This is an optimization exercise on Yosys and OpenROAD, whose aim is small area, a short achievable clock period and few clock cycles per item, not a production implementation. Function was checked by simulation only, so behaviour that the tests miss may differ from the original.

==> flow/design.v (excerpt) <==
module muldiv_unit #(
    parameter int XLEN = 64
) (
    input  logic            clk,
    input  logic            reset,
    input  logic            start,
    input  logic [2:0]      funct3,
    input  logic [XLEN-1:0] op_a,
    input  logic [XLEN-1:0] op_b,
    input  logic            kill,
    output logic            busy,
    output logic            done,
    output logic [XLEN-1:0] result
);
For scale: ~4100 cells after synthesis, roughly 240 flip-flops.
clock: 6.0 ns
lec_check: 0
cap_margin: 20
core_margin: 2
core_utilization: 40
setup_slack_margin: 1.0
slew_margin: 20
run.sh (not shown) runs the stock make flow with config.mk's settings and CLKGATE_MAP_FILE= SYNTH_SCRIPT=/design/flow/synth_recipe.tcl, a recipe that flattens the netlist after the stock synthesis.
Testbench counts at the start, summed over its fixed seeds: cycles 25,595, ops 1,600.
Next try:
Settings changed: SETUP_SLACK_MARGIN 1.0 to 1.5.
Outcome: Cell count climbs by about 2%; area after synthesis is unchanged; synthesized cell count is unchanged; non-clock buffer count rises by 104; global-route usage grows by 1.8 points; wire length rises by about 5.3%; setup slack gets better by 0.41 ns; clock-buffer cell count rose by 6.
Next try:
Settings changed: SETUP_SLACK_MARGIN 1.5 to default.
- The new run finished with timing, DRC and antenna clean
- routed wire length shrinks by about 6%
- count of clock-buffer cells in the layout drops by 6
- global-route usage came out lower by 1.8 points
- worst setup slack loses 0.89 ns
- critical path depth does not change
- via count shrinks by 3.6%
Next try:
Settings changed: CORE_UTILIZATION 40 to 55, PLACE_DENSITY from default to 0.75, SETUP_SLACK_MARGIN from default to 1.25.
After rerunning:
- The new run finished clean
- synthesized area does not change
- worst hold slack gets worse by 0.011 ns
- die area drops by a quarter to a third
- core utilization climbs by 19 points
- final area climbs by a few percent
- count of clock-buffer cells in the layout climbs by 1
- worst setup slack gets better by 0.54 ns
- cell count drops by a few percent


== the reference run ==
muldiv_unit, a different RTL version from the one above (not shown whole).
For scale: about 4100 cells after synthesis, roughly 200 I/O pins, ~30000 sq um of cells after synthesis.
export LEC_CHECK = 0
export ABC_CLOCK_PERIOD_IN_PS = 2500
export CAP_MARGIN = 20
export CORE_MARGIN = 2
export CORE_UTILIZATION = 40
export SETUP_SLACK_MARGIN = 3.0
export SLEW_MARGIN = 20
create_clock -name core_clock -period 6.0 [get_ports {clk}]
The reference run: all stages complete, timing, DRC and antenna checks passed
Testbench counts of the reference run, summed over its fixed seeds: cycles 26,273, ops 1,600.
The following lists how the trial run was set up differently from the reference run:
- ABC_CLOCK_PERIOD_IN_PS: 2500 -> unset
- SETUP_SLACK_MARGIN: 3.0 -> unset
The reference run reached the end of the flow, and the finished layout is clean on the timing, design-rule and antenna checks. The trial run finished all stages; the layout is clean. Shortest period the worst path allows on the trial run is up relative to the reference run. Changes observed in the trial run relative to the reference run: non-clock buffer count shows a reduction of about 13%, fmax shows a reduction of about 1.6%, clock skew shows a reduction of 17 ps. The reference run → the trial run: worst hold slack closely matched the old numbers, clock network contribution to total cell area closely matched the old numbers, clock-buffer cell count increased by 9 relative to the old numbers, detailed-route wire length on metal 1 decreased by 4.9% relative to the old numbers.


The RTL this note starts from:
==> flow/design.v <==
module muldiv_unit #(
    parameter int XLEN = 64
) (
    input  logic            clk,
    input  logic            reset,
    input  logic            start,
    input  logic [2:0]      funct3,
    input  logic [XLEN-1:0] op_a,
    input  logic [XLEN-1:0] op_b,
    input  logic            kill,
    output logic            busy,
    output logic            done,
    output logic [XLEN-1:0] result
);
    localparam int W = 69;   
    logic ph_align, ph_mul, ph_msh, ph_div, ph_corr, ph_fix, ph_done;
    logic [5:0] cnt;
    logic [2:0] fn;
    logic       rsel;       
    logic [1:0] kz;         
    logic       a_neg, b_neg, bzero, corr;
    logic [5:0] lz_a, lz_b;
    logic       special;    
    logic [65:0] H;         
    logic [63:0] L;         
    logic [65:0] A;         
    logic x0_h, x0_l, inv0, c_one;
    logic b0_one, b0_two, b0_neg, b1_one, b1_two, b1_neg;
    logic bsy, busy_r;
    assign bsy    = ph_align | ph_mul | ph_msh | ph_div | ph_corr | ph_fix | ph_done;
    assign busy   = busy_r;
    assign done   = ph_done | (ph_align & special);
    assign result = rsel ? H[63:0] : L;
    wire accept = !bsy && start && !kill;
    function automatic logic [5:0] lzc64(input logic [63:0] x);
        logic [31:0] z1; logic [31:0] c1;
        logic [15:0] z2; logic [1:0] c2 [16];
        logic [7:0]  z3; logic [2:0] c3 [8];
        logic [3:0]  z4; logic [3:0] c4 [4];
        logic [1:0]  z5; logic [4:0] c5 [2];
        logic [5:0] c6;
        for (int g = 0; g < 32; g++) begin
            z1[g] = !x[2*g+1] && !x[2*g];
            c1[g] = !x[2*g+1];
        end
        for (int g = 0; g < 16; g++) begin
            z2[g] = z1[2*g+1] && z1[2*g];
            c2[g] = z1[2*g+1] ? {1'b1, c1[2*g]} : {1'b0, c1[2*g+1]};
        end
        for (int g = 0; g < 8; g++) begin
            z3[g] = z2[2*g+1] && z2[2*g];
            c3[g] = z2[2*g+1] ? {1'b1, c2[2*g]} : {1'b0, c2[2*g+1]};
        end
        for (int g = 0; g < 4; g++) begin
            z4[g] = z3[2*g+1] && z3[2*g];
            c4[g] = z3[2*g+1] ? {1'b1, c3[2*g]} : {1'b0, c3[2*g+1]};
        end
        for (int g = 0; g < 2; g++) begin
            z5[g] = z4[2*g+1] && z4[2*g];
            c5[g] = z4[2*g+1] ? {1'b1, c4[2*g]} : {1'b0, c4[2*g+1]};
        end
        c6 = z5[1] ? {1'b1, c5[0]} : {1'b0, c5[1]};
        lzc64 = c6;
    endfunction
    function automatic logic [W:0] add_skl(input logic [W:0] a, input logic [W:0] b);
        logic [W:0] g, p, gn, pn;
        g = a & b;
        p = a ^ b;
        for (int l = 0; l < 7; l++) begin
            gn = g; pn = p;
            for (int i = 0; i <= W; i++) begin
                if (((i >> l) & 1) == 1) begin
                    gn[i] = g[i] | (p[i] & g[((i >> l) << l) - 1]);
                    pn[i] = p[i] & p[((i >> l) << l) - 1];
                end
            end
            g = gn; p = pn;
        end
        add_skl = (a ^ b) ^ {g[W-1:0], 1'b0};
    endfunction
    function automatic logic [2:0] booth(input logic [2:0] g);
        booth = {g[1] ^ g[0], (g == 3'b011) || (g == 3'b100), g[2] && !(g[1] && g[0])};
    endfunction
    logic [W-1:0] A_ext, H_ext, X0, X1, X2, S, C, T;
    logic [W:0]   T_ext;
    always_comb begin
        A_ext = {{(W-66){A[65]}}, A};
        H_ext = {{(W-66){H[65]}}, H};
        X0 = (x0_h ? H_ext : '0) | (x0_l ? {{(W-64){1'b0}}, L} : '0);
        X0 = X0 ^ {W{inv0}};
        X1 = (b0_one ? A_ext : '0) | (b0_two ? {A_ext[W-2:0], 1'b0} : '0);
        X1 = X1 ^ {W{b0_neg}};
        X2 = (b1_one ? A_ext : '0) | (b1_two ? {A_ext[W-2:0], 1'b0} : '0);
        X2 = X2 ^ {W{b1_neg}};
        X2 = {X2[W-3:0], b1_neg, b0_neg};
        S = X0 ^ X1 ^ X2;
        C = {(X0[W-2:0] & X1[W-2:0]) | (X0[W-2:0] & X2[W-2:0]) | (X1[W-2:0] & X2[W-2:0]), b1_neg};
        T_ext = add_skl({S, 1'b1}, {C, b1_neg | c_one});
        T = T_ext[W:1];
    end
    wire qbit = !T[W-1];    
    logic [6:0] s_full;
    logic [5:0] sft;
    always_comb begin
        s_full  = {1'b0, lz_b} - {1'b0, lz_a} + {6'd0, a_neg};
        sft     = s_full[5:0];
        special = s_full[6] || bzero;
    end
    logic n_align, n_mul, n_msh, n_div, n_corr, n_fix, n_done;
    always_comb begin
        n_align = 1'b0; n_mul = 1'b0; n_msh = 1'b0; n_div = 1'b0;
        n_corr  = 1'b0; n_fix   = 1'b0; n_done = 1'b0;
        if (!bsy) begin
            n_align = funct3[2];
            n_mul   = !funct3[2];
        end
        if (ph_align) begin
            n_div  = !special;
        end
        if (ph_mul) begin
            n_mul  = cnt != 6'd0 && !(cnt[1:0] == 2'b00 && cnt[3:2] <= kz);
            n_msh  = cnt != 6'd0 &&  (cnt[1:0] == 2'b00 && cnt[3:2] <= kz);
            n_done = cnt == 6'd0 && !corr;
            n_fix  = cnt == 6'd0 && corr;
        end
        if (ph_msh) begin
            n_msh  = cnt[3:2] != 2'd0;
            n_done = cnt[3:2] == 2'd0 && !corr;
            n_fix  = cnt[3:2] == 2'd0 && corr;
        end
        if (ph_div) begin
            n_div  = cnt != 6'd0;
            if (cnt == 6'd0) begin
                if (fn[1]) begin
                    n_fix  = qbit && a_neg;
                    n_done = qbit && !a_neg;
                    n_corr = !qbit;
                end else begin
                    n_fix  = a_neg ^ b_neg;
                    n_done = !(a_neg ^ b_neg);
                end
            end
        end
        if (ph_corr) begin
            n_fix  = a_neg;
            n_done = !a_neg;
        end
        if (ph_fix)  n_done = 1'b1;
    end
    always_ff @(posedge clk or negedge reset) begin
        if (!reset) begin
            busy_r   <= 1'b0;
            ph_align <= 1'b0;
            ph_mul   <= 1'b0;
            ph_msh   <= 1'b0;
            ph_div   <= 1'b0;
            ph_corr  <= 1'b0;
            ph_fix   <= 1'b0;
            ph_done  <= 1'b0;
        end else begin
            if ((!bsy && !(start && !kill)) || (bsy && kill && !done) || done) begin
                busy_r   <= 1'b0;
                ph_align <= 1'b0;
                ph_mul   <= 1'b0;
                ph_msh   <= 1'b0;
                ph_div   <= 1'b0;
                ph_corr  <= 1'b0;
                ph_fix   <= 1'b0;
                ph_done  <= 1'b0;
            end else begin
                busy_r   <= 1'b1;
                ph_align <= n_align;
                ph_mul   <= n_mul;
                ph_msh   <= n_msh;
                ph_div   <= n_div;
                ph_corr  <= n_corr;
                ph_fix   <= n_fix;
                ph_done  <= n_done;
            end
        end
    end
    always_ff @(posedge clk) begin
        x0_h   <= 1'b1;
        x0_l   <= 1'b0;
        inv0   <= 1'b0;
        c_one  <= 1'b0;
        {b0_one, b0_two, b0_neg} <= 3'b000;
        {b1_one, b1_two, b1_neg} <= 3'b000;
        if (n_mul) begin
            if (!bsy) begin
                x0_h <= 1'b0;
                {b0_one, b0_two, b0_neg} <= booth({op_a[1:0], 1'b0});
                {b1_one, b1_two, b1_neg} <= booth(op_a[3:1]);
            end else begin
                {b0_one, b0_two, b0_neg} <= booth(L[5:3]);
                {b1_one, b1_two, b1_neg} <= booth(L[7:5]);
            end
        end
        if (n_align) begin
            inv0  <= !funct3[0] && op_a[63];
            c_one <= !funct3[0] && op_a[63];
        end
        if (n_div) begin
            b0_one <= 1'b1;
            b0_neg <= (ph_div ? qbit : 1'b1) ^ b_neg;
        end
        if (n_corr) begin
            b0_one <= 1'b1;
            b0_neg <= b_neg;
        end
        if (n_fix) begin
            if (!fn[2]) begin
                b0_one <= 1'b1;
            end else if (fn[1]) begin
                inv0  <= 1'b1;
                c_one <= 1'b1;
            end else begin
                x0_h  <= 1'b0;
                x0_l  <= 1'b1;
                inv0  <= 1'b1;
                c_one <= 1'b1;
            end
        end
    end
    always_ff @(posedge clk) begin
        if (!bsy) begin
            fn    <= funct3;
            rsel  <= funct3[2] ? funct3[1] : (funct3[1:0] != 2'b00);
            a_neg <= funct3[2] && !funct3[0] && op_a[63];
            b_neg <= funct3[2] && !funct3[0] && op_b[63];
            bzero <= (op_b == '0);
            corr  <= (funct3 == 3'b011) && op_a[63];
            cnt   <= 6'd15;
            kz    <= (op_a[63:15] == '0 || op_a[63:15] == '1) ? 2'd3 :
                     (op_a[63:31] == '0 || op_a[63:31] == '1) ? 2'd2 :
                     (op_a[63:47] == '0 || op_a[63:47] == '1) ? 2'd1 : 2'd0;
            lz_a  <= lzc64(op_a ^ {64{!funct3[0] && op_a[63]}});
            lz_b  <= lzc64(op_b ^ {64{!funct3[0] && op_b[63]}});
            H <= {{2{!funct3[0] && op_a[63]}}, op_a};
            if (funct3[2]) begin
                A <= {{2{!funct3[0] && op_b[63]}}, op_b};
                L <= {64{op_b == '0}};
            end else begin
                A <= {{2{(funct3 == 3'b001) && op_b[63]}}, op_b};
                L <= op_a;
            end
        end else begin
            H <= ph_mul ? {T[W-1], T[W-1:4]} : ph_msh ? {{16{H[65]}}, H[65:16]} : T[65:0];
            if (ph_align) begin
                cnt <= sft;
                A   <= A << sft;
            end
            if (ph_mul) begin
                L   <= {T[3:0], L[63:4]};
                cnt <= cnt - 1'b1;
            end
            if (ph_msh) begin
                L   <= {H[15:0], L[63:16]};
                cnt <= cnt - 6'd4;
            end
            if (ph_div) begin
                L   <= {L[62:0], qbit};
                if (cnt != 6'd0) A <= {A[65], A[65:1]};
                cnt <= cnt - 1'b1;
            end
            if (ph_fix) rsel <= 1'b1;
        end
    end
endmodule
make LEC_CHECK=0 CAP_MARGIN=20 CORE_MARGIN=2 CORE_UTILIZATION=40 SETUP_SLACK_MARGIN=2.0 SLEW_MARGIN=20 finish   # period 6.0 ns
Testbench counts at the start, summed over its fixed seeds: cycles 22,812, ops 1,600.
==> next run, changes <==
SETUP_SLACK_MARGIN = 1.5   (was 2.0)
Synthesized area stays the same.
Global-route usage falls by 0.97 points.
Hold slack improved by 0.0089 ns.
Critical path depth falls by 3.
==> next run, changes <==
SETUP_SLACK_MARGIN = 1.75   (was 1.5)
Outcome: The new run finished with timing, DRC and antenna clean. Worst hold slack improved by 0.0066 ns. Critical path depth came out higher by 2. Clock skew is lower by 0.013 ns. Clock-buffer cell count is unchanged. Flip-flop and latch count does not change.


muldiv_unit, a different RTL version from the one above (not shown whole).
For scale: ~3800 cells after synthesis, about 230 flip-flops, about 200 I/O pins.
clock: 6.0 ns
lec_check: 0
cap_margin: 20
core_margin: 2
core_utilization: 40
setup_slack_margin: 1.0
slew_margin: 20
Testbench counts at the start, summed over its fixed seeds: cycles 26,385, ops 1,600.
Then changed:
--- a/flow/config.mk
+++ b/flow/config.mk
@@ -10,3 +10,2 @@
 export CORE_UTILIZATION = 40
-export SETUP_SLACK_MARGIN = 1.0
 export SLEW_MARGIN = 20
=> Wire length falls by 1.5%. First-iteration DRC count rose by 1.0%. Non-clock buffer count is lower by 41. Critical path depth rose by 2. Global-route usage shrinks by 0.25 points. Fmax drops by 13%. Setup slack is worse by 0.77 ns.
Then changed:
--- a/flow/config.mk
+++ b/flow/config.mk
@@ -10,2 +10,3 @@
 export CORE_UTILIZATION = 40
+export SETUP_SLACK_MARGIN = 2.0
 export SLEW_MARGIN = 20
After rerunning:
- hold slack stays flat
- routed wire length goes up by a few percent
- first-iteration DRC count goes up by a few percent
- clock-buffer cell count goes down by 4
- cell area goes up by about a fifth
- clock skew goes down by 0.0058 ns
- die area does not change
- critical path depth goes up by 2
- sequential cell count does not change


## run 1
muldiv_unit, a different RTL version from the one above (not shown whole).
For scale: ~4000 cells after synthesis, roughly 200 I/O pins, ~30000 um^2 of cells after synthesis.
make LEC_CHECK=0 CAP_MARGIN=5 CORE_MARGIN=2 CORE_UTILIZATION=40 SETUP_SLACK_MARGIN=1.5 SLEW_MARGIN=5 finish   # period 6.0 ns
Testbench counts of run 1, summed over its fixed seeds: cycles 22,812, ops 1,600.
For run 2, these inputs were changed with respect to run 1:
Settings: swapping 1.5 for 1.75 in SETUP_SLACK_MARGIN; swapping 5 for 20 in CAP_MARGIN; swapping 5 for 20 in SLEW_MARGIN.
--- outcome ---
- Timing, DRC, antenna: 0 failures across run 2 and run 1
- Fraction of met3 tracks used by global routing ended up 0.38 points higher on run 2 than on run 1.
- Run 1 was smaller in final cell area than run 2.
- Taking run 1 as the reference point, the worst relative slew slack of run 2 rises by 16 points.
- Arrival time of the worst setup path: run 2 lower than run 1
Inputs modified between run 2 and run 3:
Settings: a change of SETUP_SLACK_MARGIN from 1.75 to 1.25.
Results
- Taking run 2 as the reference, in run 3 routed length on met1 saw a decrease; largest driver fanout on the critical path rose by 2; number of failing setup endpoints in the final timing report level; number of antenna diodes now smaller.
- Compared with run 2, run 3 shows a lower design area.
What run 4 does differently from run 3 at the input level:
Settings: SETUP_SLACK_MARGIN: 1.25 -> 1.5.
--- outcome ---
The run with more routed wire is run 4, not run 3.
Multi-input combinational cell area grows by a few percent when moving from run 3 to run 4.
Final design utilization is lower on run 3
From run 3 to run 4 the numbers moved as follows: area used by sequential logic in the layout barely changed; post-route worst hold slack barely changed; final worst setup slack climbed 170 ps.

==> re-timing with driven ports <==
The results above use ideal ports. As a check the final layouts listed here were re-extracted and re-timed, cells and wires unchanged. Step 1 (the two cells are an assumption about what drives the block):
set clk [get_ports {clk}]
set_driving_cell -lib_cell sky130_fd_sc_hd__clkbuf_16 $clk
set_driving_cell -lib_cell sky130_fd_sc_hd__buf_2 [delete_from_list [all_inputs] $clk]
Step 2 adds t to the input delays and takes it off the output delays; t is the mean of the earliest and latest rising clock arrival at the registers after step 1. Input paths then give back, and output paths get back, about the clock's delay inside the block. Three values: no drivers, after step 1, after step 2; two values: the first two.
| run | t (ns) | slack for setup (ns) | worst register clock-pin slew, ns | cell pins on the clock port's net |
|---|---|---|---|---|
| the first run of note 1 | 0.672 | 1.025 / 1.025 / 0.677 | 0.08 / 0.08 | 1 |
| the second run of note 1 | 0.667 | 1.437 / 1.437 / 1.014 | 0.07 / 0.07 | 1 |
| the third run of note 1 | 0.673 | 0.549 / 0.549 / 0.549 | 0.08 / 0.08 | 1 |
| the fourth run of note 1 | 0.671 | 1.089 / 1.089 / 0.699 | 0.07 / 0.07 | 1 |
| the reference run | 0.625 | 0.219 / 0.219 / 0.219 | 0.08 / 0.08 | 1 |
| the trial run | 0.662 | 0.127 / 0.127 / 0.127 | 0.07 / 0.07 | 1 |
| the first run of note 3 | 0.666 | 1.517 / 1.517 / 1.376 | 0.08 / 0.08 | 1 |
| the second run of note 3 | 0.631 | 1.357 / 1.357 / 1.116 | 0.07 / 0.07 | 1 |
| the third run of note 3 | 0.679 | 1.541 / 1.541 / 1.157 | 0.07 / 0.07 | 1 |
| the first run of note 4 | 0.629 | 1.029 / 1.029 / 1.029 | 0.06 / 0.06 | 1 |
| the second run of note 4 | 0.629 | 0.263 / 0.263 / 0.263 | 0.06 / 0.06 | 1 |
| the third run of note 4 | 0.685 | 1.147 / 1.147 / 1.147 | 0.07 / 0.07 | 1 |
| run 1 | 0.665 | 1.522 / 1.522 / 1.242 | 0.07 / 0.07 | 1 |
| run 2 | 0.654 | 1.643 / 1.643 / 1.314 | 0.07 / 0.07 | 1 |
| run 3 | 0.663 | 1.340 / 1.311 / 0.955 | 0.07 / 0.07 | 1 |
| run 4 | 0.665 | 1.510 / 1.510 / 1.118 | 0.07 / 0.07 | 1 |
After both steps setup and hold are still met in every run listed. The setup slack of the second run of note 1, which loses most, moves by 0.000 ns with the drivers and by -0.423 ns with both steps.
